What follows belongs to an exercise in optimizing a design on an open flow for small area; a production flow would make more cautious choices.
The RTL was checked by simulation tests, not by an equivalence proof against the original design.
The flow treats the clock pin as an ideal source, which a real chip does not have.
No activity file was given, so power comes from the tool's default toggle rates.

==> design/flow/design.v <==
module cmac_rx_monitor #(
   parameter int          MIN_FRAME_BYTES  = 64,
   parameter int          MAX_FRAME_BYTES  = 9600,
   parameter int          CNT_W            = 12,   
   parameter int          BYTES_W          = 24,   
   parameter logic [CNT_W-1:0] GOOD_FRAMES_INIT = '0    
) (
   input  logic               user_clk,
   input  logic               user_resetn,
   input  logic               clear,
   input  logic [511:0]       s_axis_tdata,
   input  logic [63:0]        s_axis_tkeep,
   input  logic               s_axis_tuser,
   input  logic               s_axis_tlast,
   input  logic               s_axis_tvalid,
   output logic               s_axis_tready,
   output logic [511:0]       m_axis_tdata,
   output logic [63:0]        m_axis_tkeep,
   output logic               m_axis_tuser,
   output logic               m_axis_tlast,
   output logic               m_axis_tvalid,
   input  logic               m_axis_tready,
   output logic [CNT_W-1:0]   good_frames,
   output logic [CNT_W-1:0]   bad_frames,
   output logic [CNT_W-1:0]   runt_frames,
   output logic [CNT_W-1:0]   oversize_frames,
   output logic [BYTES_W-1:0] good_bytes,
   output logic               frame_done,
   output logic [15:0]        last_frame_len
);
   localparam int BW = 512 + 64 + 2;
   logic [BW-1:0] main_q, skid_q, skid_d, in_beat;
   logic  main_vld, skid_vld, rdy_q, skid_nxt;
   logic  in_hs, out_hs, frame_end, main_ld;
   assign in_beat   = {s_axis_tdata, s_axis_tkeep, s_axis_tuser, s_axis_tlast};
   assign in_hs     = s_axis_tvalid & rdy_q;
   assign out_hs    = main_vld & m_axis_tready;
   assign frame_end = in_hs & s_axis_tlast;
   assign s_axis_tready = rdy_q;
   assign m_axis_tvalid = main_vld;
   assign {m_axis_tdata, m_axis_tkeep, m_axis_tuser, m_axis_tlast} = main_q;
   assign skid_nxt = skid_vld ? !out_hs : (in_hs & main_vld & !out_hs);
   assign skid_d  = skid_vld ? skid_q : in_beat;
   assign main_ld = out_hs | !main_vld;
   always_ff @(posedge user_clk) begin
      skid_q <= skid_d;
      if (main_ld) main_q <= skid_d;
   end
   always_ff @(posedge user_clk or negedge user_resetn) begin
      if (!user_resetn) begin
         main_vld <= 1'b0;
         skid_vld <= 1'b0;
         rdy_q    <= 1'b0;
      end else begin
         skid_vld <= skid_nxt;
         rdy_q    <= !skid_nxt;
         main_vld <= skid_vld | in_hs | (main_vld & !out_hs);
      end
   end
   logic [16:0] sum;
   logic [15:0] acc_q, frame_len;
   logic        fmt_err_q, beat_err, keep_contig, is_runt, is_over, frame_bad;
   logic [62:0] keep_step;
   logic [7:0]  low_sum;
   logic [9:0]  cy_hi;
   logic [8:0]  acc_hi_inc;
   logic cs_s1, cs_c2, cs_s3, cs_c4, cs_s5, cs_c6, cs_s7, cs_c8, cs_s9, cs_c10, cs_s11, cs_c12, cs_s13, cs_c14, cs_s15, cs_c16, cs_s17, cs_c18, cs_s19, cs_c20, cs_s21, cs_c22, cs_s23, cs_c24, cs_s25, cs_c26, cs_s27, cs_c28, cs_s29, cs_c30, cs_s31, cs_c32, cs_s33, cs_c34, cs_s35, cs_c36, cs_s37, cs_c38, cs_s39, cs_c40, cs_s41, cs_c42, cs_s43, cs_c44, cs_s45, cs_c46, cs_s47, cs_c48, cs_s49, cs_c50, cs_s51, cs_c52, cs_s53, cs_c54, cs_s55, cs_c56, cs_s57, cs_c58, cs_s59, cs_c60, cs_s61, cs_c62, cs_s63, cs_c64, cs_s65, cs_c66, cs_s67, cs_c68, cs_s69, cs_c70, cs_s71, cs_c72, cs_s73, cs_c74, cs_s75, cs_c76, cs_s77, cs_c78, cs_s79, cs_c80, cs_s81, cs_c82, cs_s83, cs_c84, cs_s85, cs_c86, cs_s87, cs_c88, cs_s89, cs_c90, cs_s91, cs_c92, cs_s93, cs_c94, cs_s95, cs_c96, cs_s97, cs_c98, cs_s99, cs_c100, cs_s101, cs_c102, cs_s103, cs_c104, cs_s105, cs_c106, cs_s107, cs_c108, cs_s109, cs_c110, cs_s111, cs_c112, cs_s113, cs_c114, cs_s115, cs_c116, cs_s117, cs_c118, cs_s119, cs_c120, cs_s121, cs_c122, cs_s123, cs_c124, cs_s125, cs_c126, cs_s127, cs_c128, cs_s129, cs_c130, cs_s131, cs_c132, cs_s133, cs_c134, cs_s135, cs_c136, cs_s137, cs_c138, cs_s139, cs_c140, cs_s141, cs_c142, cs_s143, cs_c144, cs_s145, cs_c146, cs_s147, cs_c148, cs_s149, cs_c150;
   assign cs_s1 = ~(~s_axis_tkeep[0] ^ s_axis_tkeep[1] ^ s_axis_tkeep[2]);
   assign cs_c2 = ~((~s_axis_tkeep[0] & ~s_axis_tkeep[1]) | (~s_axis_tkeep[0] & ~s_axis_tkeep[2]) | (~s_axis_tkeep[1] & ~s_axis_tkeep[2]));
   assign cs_s3 = ~(~s_axis_tkeep[3] ^ s_axis_tkeep[4] ^ s_axis_tkeep[5]);
   assign cs_c4 = ~((~s_axis_tkeep[3] & ~s_axis_tkeep[4]) | (~s_axis_tkeep[3] & ~s_axis_tkeep[5]) | (~s_axis_tkeep[4] & ~s_axis_tkeep[5]));
   assign cs_s5 = ~(~s_axis_tkeep[6] ^ s_axis_tkeep[7] ^ s_axis_tkeep[8]);
   assign cs_c6 = ~((~s_axis_tkeep[6] & ~s_axis_tkeep[7]) | (~s_axis_tkeep[6] & ~s_axis_tkeep[8]) | (~s_axis_tkeep[7] & ~s_axis_tkeep[8]));
   assign cs_s7 = ~(~s_axis_tkeep[9] ^ s_axis_tkeep[10] ^ s_axis_tkeep[11]);
   assign cs_c8 = ~((~s_axis_tkeep[9] & ~s_axis_tkeep[10]) | (~s_axis_tkeep[9] & ~s_axis_tkeep[11]) | (~s_axis_tkeep[10] & ~s_axis_tkeep[11]));
   assign cs_s9 = ~(~s_axis_tkeep[12] ^ s_axis_tkeep[13] ^ s_axis_tkeep[14]);
   assign cs_c10 = ~((~s_axis_tkeep[12] & ~s_axis_tkeep[13]) | (~s_axis_tkeep[12] & ~s_axis_tkeep[14]) | (~s_axis_tkeep[13] & ~s_axis_tkeep[14]));
   assign cs_s11 = ~(~s_axis_tkeep[15] ^ s_axis_tkeep[16] ^ s_axis_tkeep[17]);
   assign cs_c12 = ~((~s_axis_tkeep[15] & ~s_axis_tkeep[16]) | (~s_axis_tkeep[15] & ~s_axis_tkeep[17]) | (~s_axis_tkeep[16] & ~s_axis_tkeep[17]));
   assign cs_s13 = ~(~s_axis_tkeep[18] ^ s_axis_tkeep[19] ^ s_axis_tkeep[20]);
   assign cs_c14 = ~((~s_axis_tkeep[18] & ~s_axis_tkeep[19]) | (~s_axis_tkeep[18] & ~s_axis_tkeep[20]) | (~s_axis_tkeep[19] & ~s_axis_tkeep[20]));
   assign cs_s15 = ~(~s_axis_tkeep[21] ^ s_axis_tkeep[22] ^ s_axis_tkeep[23]);
   assign cs_c16 = ~((~s_axis_tkeep[21] & ~s_axis_tkeep[22]) | (~s_axis_tkeep[21] & ~s_axis_tkeep[23]) | (~s_axis_tkeep[22] & ~s_axis_tkeep[23]));
   assign cs_s17 = ~(~s_axis_tkeep[24] ^ s_axis_tkeep[25] ^ s_axis_tkeep[26]);
   assign cs_c18 = ~((~s_axis_tkeep[24] & ~s_axis_tkeep[25]) | (~s_axis_tkeep[24] & ~s_axis_tkeep[26]) | (~s_axis_tkeep[25] & ~s_axis_tkeep[26]));
   assign cs_s19 = ~(~s_axis_tkeep[27] ^ s_axis_tkeep[28] ^ s_axis_tkeep[29]);
   assign cs_c20 = ~((~s_axis_tkeep[27] & ~s_axis_tkeep[28]) | (~s_axis_tkeep[27] & ~s_axis_tkeep[29]) | (~s_axis_tkeep[28] & ~s_axis_tkeep[29]));
   assign cs_s21 = ~(~s_axis_tkeep[30] ^ s_axis_tkeep[31] ^ s_axis_tkeep[32]);
   assign cs_c22 = ~((~s_axis_tkeep[30] & ~s_axis_tkeep[31]) | (~s_axis_tkeep[30] & ~s_axis_tkeep[32]) | (~s_axis_tkeep[31] & ~s_axis_tkeep[32]));
   assign cs_s23 = s_axis_tkeep[33] ^ s_axis_tkeep[34];
   assign cs_c24 = s_axis_tkeep[33] & s_axis_tkeep[34];
   assign cs_s25 = ~(~s_axis_tkeep[35] ^ s_axis_tkeep[36] ^ s_axis_tkeep[37]);
   assign cs_c26 = ~((~s_axis_tkeep[35] & ~s_axis_tkeep[36]) | (~s_axis_tkeep[35] & ~s_axis_tkeep[37]) | (~s_axis_tkeep[36] & ~s_axis_tkeep[37]));
   assign cs_s27 = ~(~s_axis_tkeep[38] ^ s_axis_tkeep[39] ^ s_axis_tkeep[40]);
   assign cs_c28 = ~((~s_axis_tkeep[38] & ~s_axis_tkeep[39]) | (~s_axis_tkeep[38] & ~s_axis_tkeep[40]) | (~s_axis_tkeep[39] & ~s_axis_tkeep[40]));
   assign cs_s29 = ~(~s_axis_tkeep[41] ^ s_axis_tkeep[42] ^ s_axis_tkeep[43]);
   assign cs_c30 = ~((~s_axis_tkeep[41] & ~s_axis_tkeep[42]) | (~s_axis_tkeep[41] & ~s_axis_tkeep[43]) | (~s_axis_tkeep[42] & ~s_axis_tkeep[43]));
   assign cs_s31 = ~(~s_axis_tkeep[44] ^ s_axis_tkeep[45] ^ s_axis_tkeep[46]);
   assign cs_c32 = ~((~s_axis_tkeep[44] & ~s_axis_tkeep[45]) | (~s_axis_tkeep[44] & ~s_axis_tkeep[46]) | (~s_axis_tkeep[45] & ~s_axis_tkeep[46]));
   assign cs_s33 = ~(~s_axis_tkeep[47] ^ s_axis_tkeep[48] ^ s_axis_tkeep[49]);
   assign cs_c34 = ~((~s_axis_tkeep[47] & ~s_axis_tkeep[48]) | (~s_axis_tkeep[47] & ~s_axis_tkeep[49]) | (~s_axis_tkeep[48] & ~s_axis_tkeep[49]));
   assign cs_s35 = ~(~s_axis_tkeep[50] ^ s_axis_tkeep[51] ^ s_axis_tkeep[52]);
   assign cs_c36 = ~((~s_axis_tkeep[50] & ~s_axis_tkeep[51]) | (~s_axis_tkeep[50] & ~s_axis_tkeep[52]) | (~s_axis_tkeep[51] & ~s_axis_tkeep[52]));
   assign cs_s37 = ~(~s_axis_tkeep[53] ^ s_axis_tkeep[54] ^ s_axis_tkeep[55]);
   assign cs_c38 = ~((~s_axis_tkeep[53] & ~s_axis_tkeep[54]) | (~s_axis_tkeep[53] & ~s_axis_tkeep[55]) | (~s_axis_tkeep[54] & ~s_axis_tkeep[55]));
   assign cs_s39 = ~(~s_axis_tkeep[56] ^ s_axis_tkeep[57] ^ s_axis_tkeep[58]);
   assign cs_c40 = ~((~s_axis_tkeep[56] & ~s_axis_tkeep[57]) | (~s_axis_tkeep[56] & ~s_axis_tkeep[58]) | (~s_axis_tkeep[57] & ~s_axis_tkeep[58]));
   assign cs_s41 = ~(~s_axis_tkeep[59] ^ s_axis_tkeep[60] ^ s_axis_tkeep[61]);
   assign cs_c42 = ~((~s_axis_tkeep[59] & ~s_axis_tkeep[60]) | (~s_axis_tkeep[59] & ~s_axis_tkeep[61]) | (~s_axis_tkeep[60] & ~s_axis_tkeep[61]));
   assign cs_s43 = ~(~s_axis_tkeep[62] ^ s_axis_tkeep[63] ^ acc_q[0]);
   assign cs_c44 = ~((~s_axis_tkeep[62] & ~s_axis_tkeep[63]) | (~s_axis_tkeep[62] & ~acc_q[0]) | (~s_axis_tkeep[63] & ~acc_q[0]));
   assign cs_s45 = ~(~cs_s1 ^ cs_s3 ^ cs_s5);
   assign cs_c46 = ~((~cs_s1 & ~cs_s3) | (~cs_s1 & ~cs_s5) | (~cs_s3 & ~cs_s5));
   assign cs_s47 = cs_s7 ^ cs_s9;
   assign cs_c48 = cs_s7 & cs_s9;
   assign cs_s49 = ~(~acc_q[1] ^ cs_c2 ^ cs_c4);
   assign cs_c50 = ~((~acc_q[1] & ~cs_c2) | (~acc_q[1] & ~cs_c4) | (~cs_c2 & ~cs_c4));
   assign cs_s51 = ~(~cs_c6 ^ cs_c8 ^ cs_c10);
   assign cs_c52 = ~((~cs_c6 & ~cs_c8) | (~cs_c6 & ~cs_c10) | (~cs_c8 & ~cs_c10));
   assign cs_s53 = ~(~cs_c12 ^ cs_c14 ^ cs_c16);
   assign cs_c54 = ~((~cs_c12 & ~cs_c14) | (~cs_c12 & ~cs_c16) | (~cs_c14 & ~cs_c16));
   assign cs_s55 = ~(~cs_s11 ^ cs_s13 ^ cs_s15);
   assign cs_c56 = ~((~cs_s11 & ~cs_s13) | (~cs_s11 & ~cs_s15) | (~cs_s13 & ~cs_s15));
   assign cs_s57 = ~(~cs_s17 ^ cs_s19 ^ cs_s21);
   assign cs_c58 = ~((~cs_s17 & ~cs_s19) | (~cs_s17 & ~cs_s21) | (~cs_s19 & ~cs_s21));
   assign cs_s59 = ~(~cs_s23 ^ cs_s25 ^ cs_s27);
   assign cs_c60 = ~((~cs_s23 & ~cs_s25) | (~cs_s23 & ~cs_s27) | (~cs_s25 & ~cs_s27));
   assign cs_s61 = ~(~cs_c18 ^ cs_c20 ^ cs_c22);
   assign cs_c62 = ~((~cs_c18 & ~cs_c20) | (~cs_c18 & ~cs_c22) | (~cs_c20 & ~cs_c22));
   assign cs_s63 = ~(~cs_c24 ^ cs_c26 ^ cs_c28);
   assign cs_c64 = ~((~cs_c24 & ~cs_c26) | (~cs_c24 & ~cs_c28) | (~cs_c26 & ~cs_c28));
   assign cs_s65 = ~(~cs_c30 ^ cs_c32 ^ cs_c34);
   assign cs_c66 = ~((~cs_c30 & ~cs_c32) | (~cs_c30 & ~cs_c34) | (~cs_c32 & ~cs_c34));
   assign cs_s67 = ~(~cs_c36 ^ cs_c38 ^ cs_s49);
   assign cs_c68 = ~((~cs_c36 & ~cs_c38) | (~cs_c36 & ~cs_s49) | (~cs_c38 & ~cs_s49));
   assign cs_s69 = cs_s51 ^ cs_s53;
   assign cs_c70 = cs_s51 & cs_s53;
   assign cs_s71 = ~(~cs_s29 ^ cs_s31 ^ cs_s33);
   assign cs_c72 = ~((~cs_s29 & ~cs_s31) | (~cs_s29 & ~cs_s33) | (~cs_s31 & ~cs_s33));
   assign cs_s73 = ~(~cs_s35 ^ cs_s37 ^ cs_s39);
   assign cs_c74 = ~((~cs_s35 & ~cs_s37) | (~cs_s35 & ~cs_s39) | (~cs_s37 & ~cs_s39));
   assign cs_s75 = ~(~cs_c40 ^ cs_c42 ^ cs_c44);
   assign cs_c76 = ~((~cs_c40 & ~cs_c42) | (~cs_c40 & ~cs_c44) | (~cs_c42 & ~cs_c44));
   assign cs_s77 = ~(~cs_c46 ^ cs_c48 ^ cs_s61);
   assign cs_c78 = ~((~cs_c46 & ~cs_c48) | (~cs_c46 & ~cs_s61) | (~cs_c48 & ~cs_s61));
   assign cs_s79 = ~(~cs_s63 ^ cs_s65 ^ cs_s67);
   assign cs_c80 = ~((~cs_s63 & ~cs_s65) | (~cs_s63 & ~cs_s67) | (~cs_s65 & ~cs_s67));
   assign cs_s81 = ~(~acc_q[2] ^ cs_c50 ^ cs_c52);
   assign cs_c82 = ~((~acc_q[2] & ~cs_c50) | (~acc_q[2] & ~cs_c52) | (~cs_c50 & ~cs_c52));
   assign cs_s83 = cs_c54 ^ cs_c62;
   assign cs_c84 = cs_c54 & cs_c62;
   assign cs_s85 = ~(~cs_s41 ^ cs_s43 ^ cs_s45);
   assign cs_c86 = ~((~cs_s41 & ~cs_s43) | (~cs_s41 & ~cs_s45) | (~cs_s43 & ~cs_s45));
   assign cs_s87 = cs_s47 ^ cs_s55;
   assign cs_c88 = cs_s47 & cs_s55;
   assign cs_s89 = ~(~cs_s69 ^ cs_c56 ^ cs_c58);
   assign cs_c90 = ~((~cs_s69 & ~cs_c56) | (~cs_s69 & ~cs_c58) | (~cs_c56 & ~cs_c58));
   assign cs_s91 = ~(~cs_c60 ^ cs_s75 ^ cs_s77);
   assign cs_c92 = ~((~cs_c60 & ~cs_s75) | (~cs_c60 & ~cs_s77) | (~cs_s75 & ~cs_s77));
   assign cs_s93 = cs_s79 ^ cs_c72;
   assign cs_c94 = cs_s79 & cs_c72;
   assign cs_s95 = ~(~cs_c64 ^ cs_c66 ^ cs_c68);
   assign cs_c96 = ~((~cs_c64 & ~cs_c66) | (~cs_c64 & ~cs_c68) | (~cs_c66 & ~cs_c68));
   assign cs_s97 = ~(~cs_c70 ^ cs_s81 ^ cs_s83);
   assign cs_c98 = ~((~cs_c70 & ~cs_s81) | (~cs_c70 & ~cs_s83) | (~cs_s81 & ~cs_s83));
   assign cs_s99 = ~(~cs_c76 ^ cs_c78 ^ cs_c80);
   assign cs_c100 = ~((~cs_c76 & ~cs_c78) | (~cs_c76 & ~cs_c80) | (~cs_c78 & ~cs_c80));
   assign cs_s101 = ~(~cs_s57 ^ cs_s59 ^ cs_s71);
   assign cs_c102 = ~((~cs_s57 & ~cs_s59) | (~cs_s57 & ~cs_s71) | (~cs_s59 & ~cs_s71));
   assign cs_s103 = ~(~cs_c74 ^ cs_s89 ^ cs_s91);
   assign cs_c104 = ~((~cs_c74 & ~cs_s89) | (~cs_c74 & ~cs_s91) | (~cs_s89 & ~cs_s91));
   assign cs_s105 = cs_s93 ^ cs_c86;
   assign cs_c106 = cs_s93 & cs_c86;
   assign cs_s107 = ~(~cs_s95 ^ cs_s97 ^ cs_s99);
   assign cs_c108 = ~((~cs_s95 & ~cs_s97) | (~cs_s95 & ~cs_s99) | (~cs_s97 & ~cs_s99));
   assign cs_s109 = ~(~cs_c90 ^ cs_c92 ^ cs_c94);
   assign cs_c110 = ~((~cs_c90 & ~cs_c92) | (~cs_c90 & ~cs_c94) | (~cs_c92 & ~cs_c94));
   assign cs_s111 = ~(~acc_q[3] ^ cs_c82 ^ cs_c84);
   assign cs_c112 = ~((~acc_q[3] & ~cs_c82) | (~acc_q[3] & ~cs_c84) | (~cs_c82 & ~cs_c84));
   assign cs_s113 = ~(~cs_c96 ^ cs_c98 ^ cs_c100);
   assign cs_c114 = ~((~cs_c96 & ~cs_c98) | (~cs_c96 & ~cs_c100) | (~cs_c98 & ~cs_c100));
   assign cs_s115 = cs_s73 ^ cs_s85;
   assign cs_c116 = cs_s73 & cs_s85;
   assign cs_s117 = ~(~cs_c88 ^ cs_s103 ^ cs_s105);
   assign cs_c118 = ~((~cs_c88 & ~cs_s103) | (~cs_c88 & ~cs_s105) | (~cs_s103 & ~cs_s105));
   assign cs_s119 = ~(~cs_s107 ^ cs_s109 ^ cs_c104);
   assign cs_c120 = ~((~cs_s107 & ~cs_s109) | (~cs_s107 & ~cs_c104) | (~cs_s109 & ~cs_c104));
   assign cs_s121 = ~(~cs_s111 ^ cs_s113 ^ cs_c108);
   assign cs_c122 = ~((~cs_s111 & ~cs_s113) | (~cs_s111 & ~cs_c108) | (~cs_s113 & ~cs_c108));
   assign cs_s123 = acc_q[4] ^ cs_c112;
   assign cs_c124 = acc_q[4] & cs_c112;
   assign cs_s125 = cs_s87 ^ cs_s101;
   assign cs_c126 = cs_s87 & cs_s101;
   assign cs_s127 = ~(~cs_c102 ^ cs_s117 ^ cs_c116);
   assign cs_c128 = ~((~cs_c102 & ~cs_s117) | (~cs_c102 & ~cs_c116) | (~cs_s117 & ~cs_c116));
   assign cs_s129 = ~(~cs_c106 ^ cs_s119 ^ cs_c118);
   assign cs_c130 = ~((~cs_c106 & ~cs_s119) | (~cs_c106 & ~cs_c118) | (~cs_s119 & ~cs_c118));
   assign cs_s131 = ~(~cs_c110 ^ cs_s121 ^ cs_c120);
   assign cs_c132 = ~((~cs_c110 & ~cs_s121) | (~cs_c110 & ~cs_c120) | (~cs_s121 & ~cs_c120));
   assign cs_s133 = ~(~cs_c114 ^ cs_s123 ^ cs_c122);
   assign cs_c134 = ~((~cs_c114 & ~cs_s123) | (~cs_c114 & ~cs_c122) | (~cs_s123 & ~cs_c122));
   assign cs_s135 = acc_q[5] ^ cs_c124;
   assign cs_c136 = acc_q[5] & cs_c124;
   assign cs_s137 = cs_s115 ^ cs_s125;
   assign cs_c138 = cs_s115 & cs_s125;
   assign cs_s139 = ~(~cs_s127 ^ cs_c126 ^ cs_c138);
   assign cs_c140 = ~((~cs_s127 & ~cs_c126) | (~cs_s127 & ~cs_c138) | (~cs_c126 & ~cs_c138));
   assign cs_s141 = ~(~cs_s129 ^ cs_c128 ^ cs_c140);
   assign cs_c142 = ~((~cs_s129 & ~cs_c128) | (~cs_s129 & ~cs_c140) | (~cs_c128 & ~cs_c140));
   assign cs_s143 = ~(~cs_s131 ^ cs_c130 ^ cs_c142);
   assign cs_c144 = ~((~cs_s131 & ~cs_c130) | (~cs_s131 & ~cs_c142) | (~cs_c130 & ~cs_c142));
   assign cs_s145 = ~(~cs_s133 ^ cs_c132 ^ cs_c144);
   assign cs_c146 = ~((~cs_s133 & ~cs_c132) | (~cs_s133 & ~cs_c144) | (~cs_c132 & ~cs_c144));
   assign cs_s147 = ~(~cs_s135 ^ cs_c134 ^ cs_c146);
   assign cs_c148 = ~((~cs_s135 & ~cs_c134) | (~cs_s135 & ~cs_c146) | (~cs_c134 & ~cs_c146));
   assign cs_s149 = ~(~acc_q[6] ^ cs_c136 ^ cs_c148);
   assign cs_c150 = ~((~acc_q[6] & ~cs_c136) | (~acc_q[6] & ~cs_c148) | (~cs_c136 & ~cs_c148));
   assign low_sum = {cs_c150, cs_s149, cs_s147, cs_s145, cs_s143, cs_s141, cs_s139, cs_s137};
   assign cy_hi[0] = 1'b1;
   for (genvar i = 0; i < 9; i++) begin : g_acc_hi
      assign acc_hi_inc[i] = acc_q[7+i] ^ cy_hi[i];
      assign cy_hi[i+1]    = acc_q[7+i] & cy_hi[i];
   end
   assign sum         = {low_sum[7] ? {cy_hi[9], acc_hi_inc} : {1'b0, acc_q[15:7]}, low_sum[6:0]};
   assign frame_len   = sum[16] ? 16'hFFFF : sum[15:0];
   for (genvar i = 0; i < 63; i++) begin : g_step
      assign keep_step[i] = s_axis_tkeep[i] | !s_axis_tkeep[i+1];
   end
   assign keep_contig = s_axis_tkeep[0] & (&keep_step);
   assign beat_err    = !(keep_contig & (s_axis_tlast | s_axis_tkeep[63]));
   assign is_runt     = frame_len < 16'(MIN_FRAME_BYTES);
   assign is_over     = frame_len > 16'(MAX_FRAME_BYTES);
   assign frame_bad   = s_axis_tuser | fmt_err_q | beat_err | is_runt | is_over;
   logic             inc_good, inc_bad, inc_runt, inc_over;
   logic [CNT_W-1:0] nx_good, nx_bad, nx_runt, nx_over;
   logic [BYTES_W-1:0] nx_bytes;
   assign inc_good  = frame_end & !frame_bad;
   assign inc_bad   = frame_end & frame_bad;
   assign inc_runt  = frame_end & is_runt;
   assign inc_over  = frame_end & is_over;
   logic [CNT_W:0] all_good, all_bad, all_runt, all_over;
   assign all_good[0] = 1'b1;
   assign all_bad[0]  = 1'b1;
   assign all_runt[0] = 1'b1;
   assign all_over[0] = 1'b1;
   for (genvar i = 0; i < CNT_W; i++) begin : g_cnt
      assign all_good[i+1] = all_good[i] & good_frames[i];
      assign all_bad[i+1]  = all_bad[i]  & bad_frames[i];
      assign all_runt[i+1] = all_runt[i] & runt_frames[i];
      assign all_over[i+1] = all_over[i] & oversize_frames[i];
      assign nx_good[i] = good_frames[i]     ^ (inc_good & !all_good[CNT_W] & all_good[i]);
      assign nx_bad[i]  = bad_frames[i]      ^ (inc_bad  & !all_bad[CNT_W]  & all_bad[i]);
      assign nx_runt[i] = runt_frames[i]     ^ (inc_runt & !all_runt[CNT_W] & all_runt[i]);
      assign nx_over[i] = oversize_frames[i] ^ (inc_over & !all_over[CNT_W] & all_over[i]);
   end
   logic [BYTES_W:0] bytes_sum;
   assign bytes_sum = {1'b0, good_bytes} + {{(BYTES_W-13){1'b0}}, sum[13:0]};
   assign nx_bytes  = !inc_good ? good_bytes : bytes_sum[BYTES_W] ? '1 : bytes_sum[BYTES_W-1:0];
   always_ff @(posedge user_clk or negedge user_resetn) begin
      if (!user_resetn) begin
         acc_q           <= '0;
         fmt_err_q       <= 1'b0;
         frame_done      <= 1'b0;
         last_frame_len  <= '0;
         good_frames     <= GOOD_FRAMES_INIT;
         bad_frames      <= '0;
         runt_frames     <= '0;
         oversize_frames <= '0;
         good_bytes      <= '0;
      end else begin
         frame_done <= frame_end;
         if (in_hs) begin
            if (s_axis_tlast) begin
               acc_q          <= '0;
               fmt_err_q      <= 1'b0;
               last_frame_len <= frame_len;
            end else begin
               acc_q     <= frame_len;
               fmt_err_q <= fmt_err_q | beat_err;
            end
         end
         if (clear) begin
            good_frames     <= '0;
            bad_frames      <= '0;
            runt_frames     <= '0;
            oversize_frames <= '0;
            good_bytes      <= '0;
         end else begin
            good_frames     <= nx_good;
            bad_frames      <= nx_bad;
            runt_frames     <= nx_runt;
            oversize_frames <= nx_over;
            good_bytes      <= nx_bytes;
         end
      end
   end
endmodule
==> design/flow/flow/run.sh <==
#!/bin/bash
# Standard ORFS layout (standard.sh) with three changes:
#  - every port still gets its own buffer, but a minimum-size one (buf_1);
#  - CTS uses clkbuf_8, clusters of up to 18 sinks within 70 um, and no dummy loads;
#  - after CTS, each leaf clock buffer gets the smallest clkbuf whose flip-flop clock
#    pins keep a placement-estimated slew under 115 ps (flow/clk_leaf_resize.tcl).
# ORFS writes each step's full log under orfs/logs/; make's own output goes to standard.log.
set -euo pipefail
export BUFFER_PORTS_ARGS="-buffer_cell sky130_fd_sc_hd__buf_1"
export CTS_ARGS="-sink_clustering_enable -repair_clock_nets -dont_use_dummy_load -buf_list sky130_fd_sc_hd__clkbuf_8 -sink_clustering_size 18 -sink_clustering_max_diameter 70"
export POST_CTS_TCL="$PWD/flow/clk_leaf_resize.tcl"
export CLK_SLEW_TARGET=0.115
bash standard.sh finish > standard.log 2>&1
==> design/flow/flow/clk_leaf_resize.tcl <==
# Give each clock-tree leaf buffer (one that drives only flip-flop clock pins) the
# smallest clkbuf whose worst sink slew, with placement-estimated wires, stays under
# CLK_SLEW_TARGET (ns).
set_propagated_clock [all_clocks]
estimate_parasitics -placement
set target $::env(CLK_SLEW_TARGET)
set cands {sky130_fd_sc_hd__clkbuf_2 sky130_fd_sc_hd__clkbuf_4 sky130_fd_sc_hd__clkbuf_8 sky130_fd_sc_hd__clkbuf_16}
proc leaf_worst_slew {net} {
  set w 0
  foreach it [$net getITerms] {
    if {[$it getIoType] ne "INPUT"} continue
    set pin [get_pins [[$it getInst] getName]/[[$it getMTerm] getName]]
    foreach e {rise fall} { foreach a {min max} {
      set s [get_property $pin slew_${a}_$e]
      if {$s > $w} { set w $s }
    } }
  }
  return $w
}
set block [ord::get_db_block]
set db [ord::get_db]
set before 0.0; set after 0.0; set worst 0.0
foreach inst [$block getInsts] {
  set m [[$inst getMaster] getName]
  if {[lsearch $cands $m] < 0} continue
  set out [$inst findITerm X]
  set net [$out getNet]
  if {$net eq "NULL" || [$net getSigType] ne "CLOCK"} continue
  set leaf 1
  foreach it [$net getITerms] {
    if {[$it getInst] eq $inst} continue
    if {[[$it getMTerm] getName] ne "CLK"} { set leaf 0 }
  }
  if {!$leaf} continue
  set before [expr {$before + [[$inst getMaster] getWidth]}]
  set chosen $m
  foreach cand $cands {
    replace_cell [$inst getName] $cand
    estimate_parasitics -placement
    if {[leaf_worst_slew $net] <= $target} { set chosen $cand; break }
  }
  if {[[$inst getMaster] getName] ne $chosen} {
    replace_cell [$inst getName] $chosen
    estimate_parasitics -placement
  }
  set after [expr {$after + [[$inst getMaster] getWidth]}]
  set worst [expr {max($worst, [leaf_worst_slew $net])}]
  puts "leaf [$inst getName]: $m -> $chosen"
}
if {[catch {detailed_placement} msg]} { error "detailed placement after clock leaf resizing failed: $msg" }
check_placement -verbose
estimate_parasitics -placement
puts [format "leaf buffer area %.1f -> %.1f um2, worst leaf slew %.1f ps" [expr {$before*2.72/1000}] [expr {$after*2.72/1000}] [expr {$worst*1e3}]]
==> design/flow/standard.sh <==
#!/bin/bash
# synth_recipe.tcl (not shown) runs the flow's synth.tcl, then flattens the netlist and writes it again
# the make line also repeats each setting of config.mk as NAME=value (left out here)
make -C /OpenROAD-flow-scripts/flow DESIGN_CONFIG=/design/flow/config.mk WORK_HOME=/design/flow/orfs CLKGATE_MAP_FILE= SYNTH_SCRIPT=/design/flow/synth_recipe.tcl "${@:-finish}"
==> design/flow/config.mk <==
export PLATFORM = sky130hd
export DESIGN_NAME = cmac_rx_monitor
export DESIGN_NICKNAME = cmac_rx_monitor
export VERILOG_FILES = /design/flow/design.v
export SDC_FILE = /design/flow/constraint.sdc
export NUM_CORES = 4
export LEC_CHECK = 0
export CAP_MARGIN = 20
export CORE_AREA = 5 5 435 435
export DIE_AREA = 0 0 440 440
export SLEW_MARGIN = 20
==> design/flow/constraint.sdc <==
create_clock -name core_clock -period 13.0 [get_ports {user_clk}]
set_input_delay 2.6000 -clock core_clock [delete_from_list [all_inputs] [get_ports {user_clk}]]
set_output_delay 2.6000 -clock core_clock [all_outputs]
set_load 0.01 [all_outputs]
==> impl_metrics.env, run 1 <==
export IMPL_timing_critical_path_to_type="flip-flop"
export IMPL_synth_top_cell_area_share_pct=39.7
export IMPL_post_synth_instance_area_mm2=0.0437
export IMPL_most_frequent_cells_in_the_layout="1249 x sky130_fd_sc_hd__buf_1, 581 x sky130_fd_sc_hd__mux2_2, 578 x sky130_fd_sc_hd__edfxtp_1, 578 x sky130_fd_sc_hd__dfxtp_1, 115 x sky130_fd_sc_hd__nor2_1"
export IMPL_synth_ff_latch_count=1265
export IMPL_total_switching_power_w=0.00514
export IMPL_detail_route_wl_per_cell_um=24.3
export IMPL_post_synth_fa_ha_maj_area_fraction_pct=4.04
export IMPL_synth_seq_area_share_pct=72.4
export IMPL_power_share_switching_pct=37.2
export IMPL_area_used_by_multi_input_combinational_logic_mm2=0.0115
export IMPL_largest_family_of_logic_cells_by_synthesized_area="multiplexers"
export IMPL_floorplan_initialDensity_pct=23.8
export IMPL_critPathSlowestCell="sky130_fd_sc_hd__nor2_1"
export IMPL_final_max_slew_violation_count=0
export IMPL_post_route_period_util_pct=85.0
export IMPL_hpwl_mm=124
export IMPL_first_pass_iters=7
export IMPL_worstPathBufferInverterCount=7
export IMPL_num_io_pins=1252
export IMPL_final_setup_skew_ns=0.0927
export IMPL_rsz0062_at_grt="false"
export IMPL_power_density_mw_per_mm2=262
export IMPL_core_region_mm2=0.183
export IMPL_synth_lib_cells_used_distinct=68
export IMPL_buffer_ports_inserted=1251
export IMPL_die_x_um=440
export IMPL_status="finished clean"
export IMPL_core_rowCount=157
export IMPL_worst_pin_slew_ns=1.08
export IMPL_startpoint_type="primary input"
export IMPL_worst_slew_margin_rel_pct=28.2
export IMPL_synth_mux_area_fraction_pct=15.0
export IMPL_die_area_mm2=0.194
export IMPL_irDropWorstVdd_v=0.000435
export IMPL_via_per_inst=4.22
export IMPL_worst_ep_required_time_ns=13.63
export IMPL_path_class_of_the_lowest_slack_min_delay_path="reg -> reg"
export IMPL_worst_slack_placed_ns=1.15
export IMPL_detailedRoute_firstIterationViolations=1891
export IMPL_routed_via_count=27100
export IMPL_fin_ws_ns=1.94
export IMPL_critical_path_top_delay_family="adder cells"
export IMPL_post_layout_minimum_cycle_time_ns=11.06
export IMPL_placed_cells_incl_taps=6291
export IMPL_ys_warns=1
export IMPL_clk_transition_reported_paths_ns=0.11
export IMPL_drv_cap=0
export IMPL_max_clock_freq_mhz=90.4
export IMPL_setup_total_negative_slack_ns=0
export IMPL_fin_util_pct=28.7
export IMPL_ant_nets=0
export IMPL_p_comb_share_pct=39.9
export IMPL_post_synthesis_compound_gate_area_fraction_pct=2.43
export IMPL_syn2layout_area_growth_pct=20.4
export IMPL_total_detailed_routing_wirelength_mm=156
export IMPL_yosys_most_used_dff="sky130_fd_sc_hd__edfxtp_1"
export IMPL_critical_path_max_stage_delay_ns=0.63
export IMPL_synth_simple_gate_area_share_pct=3.95
export IMPL_cp_arrival_ns=11.68
export IMPL_power_static_leakage_nw=18.8
export IMPL_critical_path_class="in -> reg"
export IMPL_seq_power_share_pct=46.7
export IMPL_overflow=0
export IMPL_cell_type_with_the_largest_total_area_after_synthesis="sky130_fd_sc_hd__edfxtp_1"
export IMPL_first_global_vias=27000
export IMPL_nFillCells=18900
export IMPL_layout_drive_gt1_share_pct=18.2
export IMPL_critPathMostFrequentCell="sky130_fd_sc_hd__fa_1"
export IMPL_final_net_count=4617
export IMPL_post_synth_xor_area_fraction_pct=0.801
export IMPL_clock_power_share_pct=13.4
export IMPL_synth_edf_count=578
export IMPL_grtUsageTotal_pct=15.2
export IMPL_cts_tree="built"
export IMPL_insertion_delay_ns=0.86
export IMPL_reg2reg_setup_slack_ns=3.84
export IMPL_synthesis_area_per_instance_um2=16.5
export IMPL_route_detailed_drc=0
export IMPL_synth_area_top_cells="sky130_fd_sc_hd__edfxtp_1 40%, sky130_fd_sc_hd__dfxtp_1 26%, sky130_fd_sc_hd__mux2_2 15%"
export IMPL_global_placer_s_final_weighted_congestion=0.957
export IMPL_synth_net_count=3336
export IMPL_total_area_of_sequential_cells_mm2=0.0317
export IMPL_mostFrequentLayoutCell="sky130_fd_sc_hd__buf_1"
export IMPL_final_cells=6414
export IMPL_p_int_w=0.00867
export IMPL_grt_first_pass_wirelength_mm=209
export IMPL_hold_violations=0
export IMPL_largest_net_degree_at_the_start_of_global_routing=167
export IMPL_die_y_um=440
export IMPL_fin_total_pwr_w=0.0138
export IMPL_largest_fanout_on_the_critical_path=34
export IMPL_grt_antenna_before_repair=62
export IMPL_ys_async_sr_fraction_pct=8.62
export IMPL_setup_violations=0
export IMPL_synthCells=2650
export IMPL_clock_sinks=1265
[worst reg2reg max path, stage by stage (launching register included)]
cell,delay (ns)
sky130_fd_sc_hd__dfrtp_1,0.45
sky130_fd_sc_hd__fa_1,0.58
sky130_fd_sc_hd__inv_1,0.08
sky130_fd_sc_hd__fa_1,0.54
sky130_fd_sc_hd__inv_1,0.06
sky130_fd_sc_hd__fa_1,0.41
sky130_fd_sc_hd__inv_1,0.09
sky130_fd_sc_hd__fa_1,0.42
sky130_fd_sc_hd__fa_1,0.54
sky130_fd_sc_hd__inv_1,0.05
sky130_fd_sc_hd__fa_1,0.46
sky130_fd_sc_hd__fa_1,0.49
sky130_fd_sc_hd__fa_1,0.40
sky130_fd_sc_hd__fa_1,0.47
sky130_fd_sc_hd__fa_1,0.42
sky130_fd_sc_hd__inv_1,0.11
sky130_fd_sc_hd__fa_1,0.20
sky130_fd_sc_hd__fa_1,0.17
sky130_fd_sc_hd__buf_4,0.33
sky130_fd_sc_hd__xnor2_1,0.17
sky130_fd_sc_hd__ha_1,0.39
sky130_fd_sc_hd__a21o_1,0.23
sky130_fd_sc_hd__or4_1,0.39
sky130_fd_sc_hd__o21ai_0,0.27
sky130_fd_sc_hd__o21ai_0,0.20
sky130_fd_sc_hd__and3_1,0.25
sky130_fd_sc_hd__nor2_1,0.63
sky130_fd_sc_hd__a221oi_1,0.17
[kinds of logic (layout without fill, tap and decap cells)]
logic type               count (synthesis)  in the layout
XOR/XNOR                                40             40
AO/OA/AOI/OAI                          160            160
flip-flops                            1265           1265
multiplexers                           582            582
buffers and inverters                  161           1440
AND/OR/NAND/NOR                        339            339
adder cells (fa/ha/maj)                103            103
other                                    0             21
[layout make-up]
type,instances,area share [%]
diodes,21,0.0998
clock buffers,102,2.35
inverters,67,0.478
multi-input cells,1224,21.8
flip-flops and latches,1265,60.1
well taps,2464,5.85
repair buffers,1271,9.33
[state kept, by name, indices dropped and copies added (netlist names)]
signal,count
runt_frames,12
skid_vld,1
fmt_err_q,1
oversize_frames,12
main_vld,1
good_bytes,24
skid_q,578
bad_frames,12
acc_q,16
rdy_q,1
good_frames,12
last_frame_len,16
frame_done,1
main_q,578
[through the flow]
step                cell area, µm²  hold slack [ns]
finish                       52700            0.461
floorplan                    43700            0.431
global route                 52600            0.468
detailed placement           51400            0.457
global placement             51400            0.448
[power groups by stage]
stage | sequential [W] | clock (W) | combinational (W)
floorplan | 0.00692 | 0 | 0.00305
global placement | 0.00650 | 0 | 0.00547
detailed placement | 0.00654 | 0 | 0.00551
global route | 0.00658 | 0.00209 | 0.00600
finish | 0.00645 | 0.00185 | 0.00551
[path summary, 6_finish.rpt]
| check | to | depth (start not counted) | start |
|---|---|---|---|
| setup / recovery | good_bytes[1] | 29 | s_axis_tkeep[3] |
| hold / removal | main_q[321] | 1 | skid_q[321] |
| setup reg to reg | good_bytes[1] | 27 | acc_q[1] |
| hold reg to reg | main_q[321] | 1 | skid_q[321] |
| max in group asynchronous | skid_vld | 2 | user_resetn |
| min in group asynchronous | oversize_frames[1] | 1 | user_resetn |
[per-layer routing]
layer	routed length [µm]	track usage [%]
met1	63800	19.4
met3	12800	4.72
met2	72900	24.5
met5	283	0
met4	6170	5.55
[synth_stat cells (3+ instances only)]
cell                        instances
sky130_fd_sc_hd__mux2_2           581
sky130_fd_sc_hd__dfxtp_1          578
sky130_fd_sc_hd__edfxtp_1         578
sky130_fd_sc_hd__nor2_1           115
sky130_fd_sc_hd__dfrtp_1          109
sky130_fd_sc_hd__clkbuf_1          82
sky130_fd_sc_hd__inv_1             66
sky130_fd_sc_hd__fa_1              64
sky130_fd_sc_hd__nand2_1           63
sky130_fd_sc_hd__o21ai_0           40
sky130_fd_sc_hd__ha_1              39
sky130_fd_sc_hd__a21oi_1           34
sky130_fd_sc_hd__xor2_1            27
sky130_fd_sc_hd__and2_1            26
sky130_fd_sc_hd__nand2b_1          20
sky130_fd_sc_hd__nand3_1           17
sky130_fd_sc_hd__and3_1            14
sky130_fd_sc_hd__nor2b_1           14
sky130_fd_sc_hd__o22ai_1           13
sky130_fd_sc_hd__xnor2_1           13
sky130_fd_sc_hd__a211oi_1          12
sky130_fd_sc_hd__and4_1            12
sky130_fd_sc_hd__nor3_1            12
sky130_fd_sc_hd__a31oi_1           11
sky130_fd_sc_hd__nand4_1           11
sky130_fd_sc_hd__nor4_1            10
sky130_fd_sc_hd__buf_2              6
sky130_fd_sc_hd__a21o_1             5
sky130_fd_sc_hd__a41o_1             5
sky130_fd_sc_hd__nor3b_1            5
sky130_fd_sc_hd__or3_1              5
sky130_fd_sc_hd__buf_1              4
sky130_fd_sc_hd__nor4b_1            3
sky130_fd_sc_hd__o2111ai_1          3
sky130_fd_sc_hd__o211ai_1           3
sky130_fd_sc_hd__o21a_1             3
sky130_fd_sc_hd__o21ai_1            3
sky130_fd_sc_hd__o311ai_1           3
sky130_fd_sc_hd__o41ai_1            3
==> inputs of run 2 (changes only) <==
--- a/design/flow/config.mk
+++ b/design/flow/config.mk
@@ -9,3 +9,4 @@
 export CORE_AREA = 5 5 435 435
 export DIE_AREA = 0 0 440 440
+export PLACE_DENSITY = 0.85
 export SLEW_MARGIN = 20
==> run 2 against run 1 <==
Net effect: power grew 1.3%; final area is essentially flat; combinational power grew 3%.
==> impl_metrics.env, run 2 <==
export IMPL_timing_critical_path_to_type="flip-flop"
export IMPL_clock_power_share_pct=13.1
export IMPL_synth_ff_latch_count=1265
export IMPL_power_share_switching_pct=38.1
export IMPL_die_x_um=440
export IMPL_total_switching_power_w=0.00533
export IMPL_cp_arrival_ns=12.13
export IMPL_critPathMostFrequentCell="sky130_fd_sc_hd__fa_1"
export IMPL_overflow=0
export IMPL_hpwl_mm=138
export IMPL_p_comb_share_pct=40.3
export IMPL_final_setup_skew_ns=0.101
export IMPL_num_io_pins=1252
export IMPL_synth_edf_count=578
export IMPL_setup_violations=0
export IMPL_worst_ep_required_time_ns=13.65
export IMPL_clock_sinks=1265
export IMPL_total_detailed_routing_wirelength_mm=170
export IMPL_area_used_by_multi_input_combinational_logic_mm2=0.0115
export IMPL_synth_most_common_cell="sky130_fd_sc_hd__mux2_2"
export IMPL_mostFrequentLayoutCell="sky130_fd_sc_hd__buf_1"
export IMPL_cts_tree="built"
export IMPL_buffer_ports_inserted=1251
export IMPL_grt_antenna_before_repair=123
export IMPL_cell_type_with_the_largest_total_area_after_synthesis="sky130_fd_sc_hd__edfxtp_1"
export IMPL_total_area_of_sequential_cells_mm2=0.0317
export IMPL_die_area_mm2=0.194
export IMPL_core_region_mm2=0.183
export IMPL_worst_slew_margin_rel_pct=27.8
export IMPL_synthTopCellsByCount="581 x sky130_fd_sc_hd__mux2_2, 578 x sky130_fd_sc_hd__dfxtp_1, 578 x sky130_fd_sc_hd__edfxtp_1"
export IMPL_final_net_count=4615
export IMPL_worstSetupStartpoint="s_axis_tkeep[0]"
export IMPL_ant_nets=0
export IMPL_die_y_um=440
export IMPL_worst_pin_slew_ns=1.08
export IMPL_layout_drive_gt1_share_pct=18.2
export IMPL_p_int_w=0.00867
export IMPL_fin_total_pwr_w=0.0140
export IMPL_irDropWorstVdd_v=0.000362
export IMPL_rsz0062_at_grt="false"
export IMPL_critical_path_max_stage_delay_ns=0.72
export IMPL_route_detailed_drc=0
export IMPL_first_pass_iters=5
export IMPL_max_clock_freq_mhz=87.1
export IMPL_floorplan_initialDensity_pct=23.8
export IMPL_power_static_leakage_nw=18.8
export IMPL_first_global_vias=27600
export IMPL_drv_cap=0
export IMPL_path_class_of_the_lowest_slack_min_delay_path="reg -> reg"
export IMPL_seq_power_share_pct=46.6
export IMPL_via_per_inst=4.32
export IMPL_yosys_most_used_dff="sky130_fd_sc_hd__edfxtp_1"
export IMPL_post_route_period_util_pct=88.3
export IMPL_detail_route_wl_per_cell_um=26.3
export IMPL_post_synth_instance_area_mm2=0.0437
export IMPL_grt_first_pass_wirelength_mm=224
export IMPL_ys_warns=1
export IMPL_routed_via_count=27800
export IMPL_setup_total_negative_slack_ns=0
export IMPL_top_regs="main_q: 578 flops, skid_q: 578 flops, good_bytes: 24 flops"
export IMPL_global_placer_s_final_weighted_congestion=0.948
export IMPL_largest_fanout_on_the_critical_path=21
export IMPL_largest_net_degree_at_the_start_of_global_routing=153
export IMPL_syn2layout_area_growth_pct=20.5
export IMPL_most_frequent_cells_in_the_layout="1249 x sky130_fd_sc_hd__buf_1, 581 x sky130_fd_sc_hd__mux2_2, 578 x sky130_fd_sc_hd__edfxtp_1, 578 x sky130_fd_sc_hd__dfxtp_1, 115 x sky130_fd_sc_hd__nor2_1"
export IMPL_grtUsageTotal_pct=16.6
export IMPL_detailedRoute_firstIterationViolations=2487
export IMPL_critical_path_class="in -> reg"
export IMPL_worst_r2r_startpoint="acc_q[1]"
export IMPL_synthCells=2650
export IMPL_nFillCells=18500
export IMPL_synth_top_cell_area_share_pct=39.7
export IMPL_post_layout_minimum_cycle_time_ns=11.48
export IMPL_synth_net_count=3336
export IMPL_hold_worst_slack_ns=0.470
export IMPL_final_max_slew_violation_count=0
export IMPL_ys_async_sr_fraction_pct=8.62
export IMPL_critPathSlowestCell="sky130_fd_sc_hd__nor2_1"
export IMPL_status="finished clean"
export IMPL_clk_transition_reported_paths_ns=0.10
export IMPL_startpoint_type="primary input"
export IMPL_min_delay_start="skid_q[567]"
export IMPL_insertion_delay_ns=0.84
export IMPL_synthesis_area_per_instance_um2=16.5
export IMPL_hold_violations=0
export IMPL_core_rowCount=157
export IMPL_power_density_mw_per_mm2=266
export IMPL_synth_seq_area_share_pct=72.4
export IMPL_synth_area_top_cells="sky130_fd_sc_hd__edfxtp_1 40%, sky130_fd_sc_hd__dfxtp_1 26%, sky130_fd_sc_hd__mux2_2 15%"
export IMPL_synth_lib_cells_used_distinct=68
## run 2: worst paths after layout
kind / end / depth (start not counted) / slack, ns
min in group asynchronous: oversize_frames[9] / 1 / 1.85
min: skid_q[567] / 1 / 0.47
max in group asynchronous: skid_vld / 2 / 9.79
max: good_bytes[12] / 27 / 1.52
min reg2reg: skid_q[567] / 1 / 0.47
max reg2reg: good_bytes[12] / 25 / 3.48
## run 2: cells by family after synthesis
group | count (synthesis) | share of synthesized area [%]
AO/OA/AOI/OAI | 160 | 2.43
XOR/XNOR | 40 | 0.801
adder cells (fa/ha/maj) | 103 | 4.04
buffers and inverters | 161 | 1.42
flip-flops | 1265 | 72.4
multiplexers | 582 | 15.0
AND/OR/NAND/NOR | 339 | 3.95
## run 2: worst max-delay path: cells and delay by family
kind,cells,cell delay [ns]
adders and majority gates,13,6.04
and+or+nand+nor,6,2.41
buffers and inverters,6,0.62
AOI/OAI and AO/OA,2,0.43
## run 2: power groups by stage
stage / Clock, W / Sequential, W / Combinational [W]
after floorplan: 0 / 0.00692 / 0.00305
after global placement: 0 / 0.00654 / 0.00553
after detailed placement: 0 / 0.00659 / 0.00565
after global routing: 0.00206 / 0.00663 / 0.00614
final: 0.00183 / 0.00652 / 0.00565
## run 2: stage by stage
step / cells / cell area, µm² / setup WS [ns] / util, %
floorplan: 2650 / 43700 / 1.72 / -
global placement: 6295 / 51400 / 0.959 / 28.0
detailed placement: 6295 / 51400 / 0.821 / 28.0
global route: 6416 / 52600 / 1.13 / 28.7
finish: 6443 / 52700 / 1.52 / 28.7
## run 2: layout make-up
class                      count  area share, %
tap                         2464           5.85
inverter                      67          0.477
clock buffer                  96           2.29
multi-input combinational   1224           21.8
sequential                  1265           60.1
timing repair buffer        1275           9.31
antenna                       52          0.247
## run 2: per-layer routing
layer	GRT usage (%)	vias up	share of wire, %
li1	-	12100	-
met1	20.3	13900	39
met2	25.7	1419	45
met3	5.83	328	10
met4	8.90	52	5.8
met5	0	-	0.20
==> inputs of run 3 (changes only) <==
--- a/design/flow/config.mk
+++ b/design/flow/config.mk
@@ -9,4 +9,6 @@
 export CORE_AREA = 5 5 435 435
 export DIE_AREA = 0 0 440 440
+export GPL_ROUTABILITY_DRIVEN = 0
+export GPL_TIMING_DRIVEN = 0
 export PLACE_DENSITY = 0.85
 export SLEW_MARGIN = 20
==> run 3 against run 2 <==
Net effect: still clean; clock-buffer cell count did not move; non-clock buffer count rose by 87; flip-flop and latch count did not move; final area rose by 1.3%.
==> impl_metrics.env, run 3 <==
export IMPL_cts_tree="built"
export IMPL_seq_power_share_pct=45.4
export IMPL_cell_type_with_the_largest_total_area_after_synthesis="sky130_fd_sc_hd__edfxtp_1"
export IMPL_grt_antenna_before_repair=113
export IMPL_die_x_um=440
export IMPL_mostFrequentLayoutCell="sky130_fd_sc_hd__buf_1"
export IMPL_route_detailed_drc=0
export IMPL_total_detailed_routing_wirelength_mm=176
export IMPL_worst_pin_slew_ns=1.08
export IMPL_synth_seq_area_share_pct=72.4
export IMPL_clock_sinks=1265
export IMPL_worst_ep_required_time_ns=13.64
export IMPL_worst_r2r_startpoint="acc_q[1]"
export IMPL_post_synth_instance_area_mm2=0.0437
export IMPL_total_switching_power_w=0.00546
export IMPL_insertion_delay_ns=0.81
export IMPL_path_class_of_the_lowest_slack_min_delay_path="reg -> reg"
export IMPL_worstPathBufferInverterCount=11
export IMPL_synthTopCellsByCount="581 x sky130_fd_sc_hd__mux2_2, 578 x sky130_fd_sc_hd__dfxtp_1, 578 x sky130_fd_sc_hd__edfxtp_1"
export IMPL_hold_worst_slack_ns=0.471
export IMPL_floorplan_initialDensity_pct=23.8
export IMPL_nFillCells=18400
export IMPL_synth_net_count=3336
export IMPL_p_int_w=0.00874
export IMPL_critical_path_class="in -> reg"
export IMPL_synth_area_top_cells="sky130_fd_sc_hd__edfxtp_1 40%, sky130_fd_sc_hd__dfxtp_1 26%, sky130_fd_sc_hd__mux2_2 15%"
export IMPL_irDropWorstVdd_v=0.000379
export IMPL_critPathMostFrequentCell="sky130_fd_sc_hd__fa_1"
export IMPL_critical_path_max_stage_delay_ns=0.55
export IMPL_placed_cells_incl_taps=6382
export IMPL_timing_critical_path_to_type="flip-flop"
export IMPL_hold_violations=0
export IMPL_post_route_period_util_pct=91.2
export IMPL_fin_ws_ns=1.14
export IMPL_routed_via_count=29100
export IMPL_synthesis_area_per_instance_um2=16.5
export IMPL_top_regs="main_q: 578 flops, skid_q: 578 flops, good_bytes: 24 flops"
export IMPL_most_frequent_cells_in_the_layout="1253 x sky130_fd_sc_hd__buf_1, 581 x sky130_fd_sc_hd__mux2_2, 578 x sky130_fd_sc_hd__edfxtp_1, 578 x sky130_fd_sc_hd__dfxtp_1, 115 x sky130_fd_sc_hd__nor2_1"
export IMPL_worst_slack_placed_ns=0.421
export IMPL_synth_edf_count=578
export IMPL_die_area_mm2=0.194
export IMPL_final_net_count=4702
export IMPL_ys_async_sr_fraction_pct=8.62
export IMPL_max_clock_freq_mhz=84.3
export IMPL_worst_slew_margin_rel_pct=27.9
export IMPL_cp_arrival_ns=12.50
export IMPL_via_per_inst=4.44
export IMPL_area_used_by_multi_input_combinational_logic_mm2=0.0115
export IMPL_synth_ff_latch_count=1265
export IMPL_p_comb_share_pct=41.9
export IMPL_grtUsageTotal_pct=17.2
export IMPL_ant_nets=0
export IMPL_largest_fanout_on_the_critical_path=10
export IMPL_clk_transition_reported_paths_ns=0.08
export IMPL_grt_first_pass_wirelength_mm=231
export IMPL_status="finished clean"
export IMPL_buffer_ports_inserted=1250
export IMPL_ys_warns=1
export IMPL_power_share_switching_pct=38.4
export IMPL_drv_cap=0
export IMPL_core_region_mm2=0.183
export IMPL_final_setup_skew_ns=0.128
export IMPL_final_max_slew_violation_count=0
export IMPL_synth_top_cell_area_share_pct=39.7
export IMPL_first_global_vias=28800
export IMPL_detail_route_wl_per_cell_um=26.8
export IMPL_synth_lib_cells_used_distinct=68
export IMPL_clock_power_share_pct=12.7
export IMPL_yosys_most_used_dff="sky130_fd_sc_hd__edfxtp_1"
export IMPL_total_area_of_sequential_cells_mm2=0.0317
export IMPL_fin_util_pct=29.1
export IMPL_critPathSlowestCell="sky130_fd_sc_hd__fa_1"
export IMPL_setup_violations=0
export IMPL_power_static_leakage_nw=19.0
export IMPL_largest_net_degree_at_the_start_of_global_routing=58
export IMPL_synth_most_common_cell="sky130_fd_sc_hd__mux2_2"
export IMPL_syn2layout_area_growth_pct=22.0
export IMPL_layout_drive_gt1_share_pct=17.9
export IMPL_hpwl_mm=147
export IMPL_critical_path_top_delay_family="adder cells"
export IMPL_first_pass_iters=5
export IMPL_worstSetupStartpoint="s_axis_tkeep[1]"
export IMPL_synthCells=2650
export IMPL_power_density_mw_per_mm2=266
export IMPL_post_layout_minimum_cycle_time_ns=11.86
export IMPL_final_cells=6560
export IMPL_num_io_pins=1252
export IMPL_min_delay_start="skid_q[360]"
export IMPL_startpoint_type="primary input"
export IMPL_detailedRoute_firstIterationViolations=2844
export IMPL_die_y_um=440
export IMPL_rsz0062_at_grt="false"
export IMPL_core_rowCount=157
export IMPL_overflow=0
==> run 3: cell count changes in the layout (fill, tap and decap cells not counted), sizes merged <==
cell    previous run  this run
diode             52        82
clkbuf            98       178
buf             1273      1280
==> run 3: kinds of logic (layout without fill, tap and decap cells) <==
logic type	Yosys count	count (layout)	synth area share [%]
AOI/OAI and AO/OA	160	160	2.43
and+or+nand+nor	339	339	3.95
adders and majority gates	103	103	4.04
muxes	582	582	15.0
other	0	82	0
DFF	1265	1265	72.4
buffers and inverters	161	1525	1.42
xor gates and xnor gates	40	40	0.801
==> run 3: final timing paths <==
kind,end,slack (ns),depth (start not counted)
worst max-delay path,good_bytes[8],1.14,33
worst min-delay path,skid_q[360],0.47,1
worst max register to register,good_bytes[8],3.19,31
worst min register to register,skid_q[360],0.47,1
max in group asynchronous,good_bytes[5],10.34,3
min in group asynchronous,oversize_frames[11],1.80,1
==> run 3: per-stage QoR <==
stage,area [µm²],total power [W],setup TNS (ns)
floorplan,43700,0.00997,0
global placement,51500,0.0123,-775.40
detailed placement,52000,0.0124,0
global route,53300,0.0149,0
finish,53400,0.0142,0
==> run 3: final cells by class <==
cell class | count | share of cell area [%]
flip-flops and latches | 1265 | 59.3
well taps | 2464 | 5.78
repair buffers | 1268 | 9.61
inverters | 67 | 0.471
plain buffers | 94 | 0.708
clock buffers | 96 | 2.26
multi-input cells | 1224 | 21.5
diodes | 82 | 0.384
==> run 3: worst reg2reg max path: cells and delay by family (launching register included) <==
kind                       cells  cell delay [ns]
xor gates and xnor gates       1             0.22
buffers and inverters         10             1.77
adders and majority gates     13             5.61
AOI/OAI and AO/OA              4             0.76
DFF                            1             0.43
and+or+nand+nor                3             0.84
==> run 3: power by group through the flow <==
stage | combinational [W] | sequential [W] | clock, W
6_report | 0.00595 | 0.00645 | 0.00180
2_1_floorplan | 0.00305 | 0.00692 | 0
3_3_place_gp | 0.00559 | 0.00669 | 0
5_1_grt | 0.00634 | 0.00656 | 0.00202
3_5_place_dp | 0.00590 | 0.00652 | 0
==> run 3: routing by layer <==
layer | GRT usage [%] | wire length, µm | vias up
met1 | 19.8 | 62200 | 14500
met5 | 0.353 | 401 | -
met3 | 7.35 | 22300 | 419
met4 | 12.4 | 14700 | 60
li1 | - | - | 12300
met2 | 25.6 | 76500 | 1884
==> inputs of run 4 (changes only) <==
--- a/design/flow/config.mk
+++ b/design/flow/config.mk
@@ -7,8 +7,6 @@
 export LEC_CHECK = 0
 export CAP_MARGIN = 20
-export CORE_AREA = 5 5 435 435
-export DIE_AREA = 0 0 440 440
-export GPL_ROUTABILITY_DRIVEN = 0
-export GPL_TIMING_DRIVEN = 0
+export CORE_AREA = 4 4 426 426
+export DIE_AREA = 0 0 430 430
 export PLACE_DENSITY = 0.85
 export SLEW_MARGIN = 20
==> run 4 against run 3 <==
Net effect: still clean on timing, DRC and antenna; maximum frequency up 2.8%; global-route usage rose by 0.56 points; wire length down 2.6%; critical path depth is 5 lower; non-clock buffer count down 88; power decreased by 0.94%; first-iteration DRC count is 3.8% lower; largest cell class unchanged.
==> impl_metrics.env, run 4 <==
export IMPL_status="finished clean"
export IMPL_fin_total_pwr_w=0.0141
export IMPL_die_x_um=430
export IMPL_most_frequent_cells_in_the_layout="1249 x sky130_fd_sc_hd__buf_1, 581 x sky130_fd_sc_hd__mux2_2, 578 x sky130_fd_sc_hd__edfxtp_1, 578 x sky130_fd_sc_hd__dfxtp_1, 115 x sky130_fd_sc_hd__nor2_1"
export IMPL_yosys_most_used_dff="sky130_fd_sc_hd__edfxtp_1"
export IMPL_total_detailed_routing_wirelength_mm=172
export IMPL_synthesis_area_per_instance_um2=16.5
export IMPL_final_setup_skew_ns=0.0986
export IMPL_synth_lib_cells_used_distinct=68
export IMPL_die_area_mm2=0.185
export IMPL_final_max_slew_violation_count=0
export IMPL_cts_tree="built"
export IMPL_largest_net_degree_at_the_start_of_global_routing=161
export IMPL_synth_net_count=3336
export IMPL_die_y_um=430
export IMPL_layout_drive_gt1_share_pct=18.1
export IMPL_core_rowCount=154
export IMPL_cp_arrival_ns=12.24
export IMPL_ant_nets=0
export IMPL_routed_via_count=28100
export IMPL_synthCells=2650
export IMPL_rsz0062_at_grt="false"
export IMPL_grtUsageTotal_pct=17.8
export IMPL_route_detailed_drc=0
export IMPL_via_per_inst=4.45
export IMPL_nFillCells=17800
export IMPL_final_net_count=4611
export IMPL_critical_path_class="in -> reg"
export IMPL_clock_sinks=1265
export IMPL_fin_util_pct=29.7
export IMPL_drv_cap=0
export IMPL_power_density_mw_per_mm2=268
export IMPL_top_regs="main_q: 578 flops, skid_q: 578 flops, good_bytes: 24 flops"
export IMPL_power_static_leakage_nw=18.8
export IMPL_detail_route_wl_per_cell_um=27.2
export IMPL_core_region_mm2=0.177
export IMPL_hold_worst_slack_ns=0.458
export IMPL_largest_fanout_on_the_critical_path=22
export IMPL_buffer_ports_inserted=1251
export IMPL_post_route_period_util_pct=88.8
export IMPL_ys_warns=1
export IMPL_insertion_delay_ns=0.85
export IMPL_hold_violations=0
export IMPL_post_layout_minimum_cycle_time_ns=11.54
export IMPL_startpoint_type="primary input"
export IMPL_path_class_of_the_lowest_slack_min_delay_path="reg -> reg"
export IMPL_cell_type_with_the_largest_total_area_after_synthesis="sky130_fd_sc_hd__edfxtp_1"
export IMPL_grt_antenna_before_repair=102
export IMPL_synthTopCellsByCount="581 x sky130_fd_sc_hd__mux2_2, 578 x sky130_fd_sc_hd__dfxtp_1, 578 x sky130_fd_sc_hd__edfxtp_1"
export IMPL_grt_first_pass_wirelength_mm=229
export IMPL_setup_total_negative_slack_ns=0
export IMPL_max_clock_freq_mhz=86.7
export IMPL_setup_violations=0
export IMPL_irDropWorstVdd_v=0.000495
export IMPL_worst_pin_slew_ns=1.07
export IMPL_num_io_pins=1252
export IMPL_reg2reg_setup_slack_ns=3.46
export IMPL_worst_ep_required_time_ns=13.70
export IMPL_hpwl_mm=140
export IMPL_overflow=0
export IMPL_worst_slew_margin_rel_pct=28.6
export IMPL_synth_ff_latch_count=1265
export IMPL_clk_transition_reported_paths_ns=0.12
export IMPL_mostFrequentLayoutCell="sky130_fd_sc_hd__buf_1"
export IMPL_total_area_of_sequential_cells_mm2=0.0317
export IMPL_post_synth_instance_area_mm2=0.0437
export IMPL_syn2layout_area_growth_pct=20.1
export IMPL_synth_most_common_cell="sky130_fd_sc_hd__mux2_2"
export IMPL_area_used_by_multi_input_combinational_logic_mm2=0.0115
export IMPL_first_pass_iters=6
export IMPL_timing_critical_path_to_type="flip-flop"
export IMPL_ys_async_sr_fraction_pct=8.62
export IMPL_synth_area_top_cells="sky130_fd_sc_hd__edfxtp_1 40%, sky130_fd_sc_hd__dfxtp_1 26%, sky130_fd_sc_hd__mux2_2 15%"
export IMPL_synth_seq_area_share_pct=72.4
export IMPL_first_global_vias=27400
export IMPL_global_placer_s_final_weighted_congestion=0.974
export IMPL_synth_edf_count=578
export IMPL_detailedRoute_firstIterationViolations=2736
export IMPL_synth_top_cell_area_share_pct=39.7
export IMPL_floorplan_initialDensity_pct=24.8
[run 4: changes by cell type in the layout (fill, tap and decap cells not counted), moves of 2 or more]
cell and change:
sky130_fd_sc_hd__buf_2 -7, sky130_fd_sc_hd__clkbuf_4 +2, sky130_fd_sc_hd__buf_4 +18, sky130_fd_sc_hd__clkbuf_8 +3, sky130_fd_sc_hd__diode_2 -40, sky130_fd_sc_hd__buf_16 -10
sky130_fd_sc_hd__clkbuf_2 -10, sky130_fd_sc_hd__buf_12 -4, sky130_fd_sc_hd__clkbuf_1 -77, sky130_fd_sc_hd__buf_1 -4
[run 4: path summary, 6_finish.rpt]
kind                                       to  cells after the start             from
min in group asynchronous       bad_frames[2]                      1      user_resetn
worst max-delay path            good_bytes[1]                     28  s_axis_tkeep[0]
max in group asynchronous            skid_vld                      2      user_resetn
worst min-delay path              main_q[525]                      1      skid_q[525]
worst min register to register    main_q[525]                      1      skid_q[525]
worst max register to register  good_bytes[1]                     26         acc_q[1]
[run 4: final cells by class]
| type | count | area share (%) |
|---|---|---|
| sequential | 1265 | 60.3 |
| timing repair buffer | 1274 | 9.37 |
| antenna | 42 | 0.200 |
| inverter | 67 | 0.479 |
| multi-input combinational | 1224 | 21.8 |
| clock buffer | 93 | 2.29 |
| tap | 2340 | 5.57 |
[run 4: logic make-up (layout without fill, tap and decap cells)]
kind of cell / after synthesis / count (layout) / share of synthesized area, %
other cells: 0 / 42 / 0
xor+xnor: 40 / 40 / 0.801
mux: 582 / 582 / 15.0
simple gates: 339 / 339 / 3.95
fa+ha+maj: 103 / 103 / 4.04
buf+inv: 161 / 1434 / 1.42
flops: 1265 / 1265 / 72.4
compound gates: 160 / 160 / 2.43
[run 4: worst max-delay path: stages]
cell,delay (ns)
sky130_fd_sc_hd__buf_1,0.24
sky130_fd_sc_hd__fa_1,0.50
sky130_fd_sc_hd__fa_1,0.48
sky130_fd_sc_hd__inv_1,0.05
sky130_fd_sc_hd__fa_1,0.53
sky130_fd_sc_hd__inv_1,0.06
sky130_fd_sc_hd__fa_1,0.42
sky130_fd_sc_hd__inv_1,0.09
sky130_fd_sc_hd__fa_1,0.42
sky130_fd_sc_hd__fa_1,0.54
sky130_fd_sc_hd__inv_1,0.05
sky130_fd_sc_hd__fa_1,0.46
sky130_fd_sc_hd__fa_1,0.48
sky130_fd_sc_hd__fa_1,0.41
sky130_fd_sc_hd__fa_1,0.46
sky130_fd_sc_hd__fa_1,0.43
sky130_fd_sc_hd__inv_1,0.17
sky130_fd_sc_hd__fa_1,0.23
sky130_fd_sc_hd__fa_1,0.72
sky130_fd_sc_hd__buf_4,0.28
sky130_fd_sc_hd__nor3b_1,0.26
sky130_fd_sc_hd__o21ai_1,0.21
sky130_fd_sc_hd__nor4_1,0.56
sky130_fd_sc_hd__nor2_1,0.15
sky130_fd_sc_hd__o211ai_4,0.24
sky130_fd_sc_hd__or2_1,0.53
sky130_fd_sc_hd__nor2_1,0.35
sky130_fd_sc_hd__a221oi_1,0.31
[run 4: metrics by stage]
| step | setup WS (ns) | cells | area, µm² |
|---|---|---|---|
| floorplan | 1.72 | 2650 | 43700 |
| global placement | 0.871 | 6170 | 51200 |
| detailed placement | 0.762 | 6170 | 51200 |
| global route | 1.03 | 6286 | 52500 |
| finish | 1.46 | 6305 | 52500 |
[run 4: per-layer routing]
| layer | up-vias | wire [µm] | global-route usage, % |
|---|---|---|---|
| met5 | - | 114 | 0 |
| met2 | 1468 | 79000 | 28.0 |
| met1 | 14200 | 67600 | 22.7 |
| met4 | 18 | 8830 | 9.09 |
| li1 | 12100 | - | - |
| met3 | 296 | 16100 | 4.35 |
[run 4: power breakdown]
group	total, W	internal [W]	switching [W]
combinational	0.00575	0.00209	0.00366
sequential	0.00650	0.00598	0.000518
clock	0.00182	0.000601	0.00122

==> re-timing with driven ports <==
No port has a modelled driver above. Below, the same layouts with a new extraction and two added sets of constraints.
Step 1: set_driving_cell puts a clkbuf_16 on user_clk and a buf_2 on each other input, an assumption about the parent block.
Step 2 times the ports against the registers' clock, not the clock port: input delays grow and output delays shrink by t, the midpoint of the rising clock arrivals with the driver on.
Three values: ideal ports, drivers, drivers and shift; two values: the first two.
run | t, ns | slack for setup (ns) | hold slack, ns | clock arrival spread, ns | pins driven straight from the clock port
run 1 | 0.873 | 1.944 / 1.989 / 1.116 | 0.461 / 0.461 / 0.461 | 0.136 / 0.136 | 1
run 2 | 0.861 | 1.520 / 1.562 / 0.701 | 0.470 / 0.470 / 0.470 | 0.112 / 0.112 | 1
run 3 | 0.830 | 1.139 / 1.147 / 0.317 | 0.471 / 0.471 / 0.471 | 0.163 / 0.163 | 1
run 4 | 0.853 | 1.462 / 1.506 / 0.653 | 0.458 / 0.458 / 0.458 | 0.148 / 0.148 | 1
After both steps setup and hold are still met in every run listed. The setup slack of run 1, which loses most, moves by +0.045 ns with the drivers and by -0.828 ns with both steps.
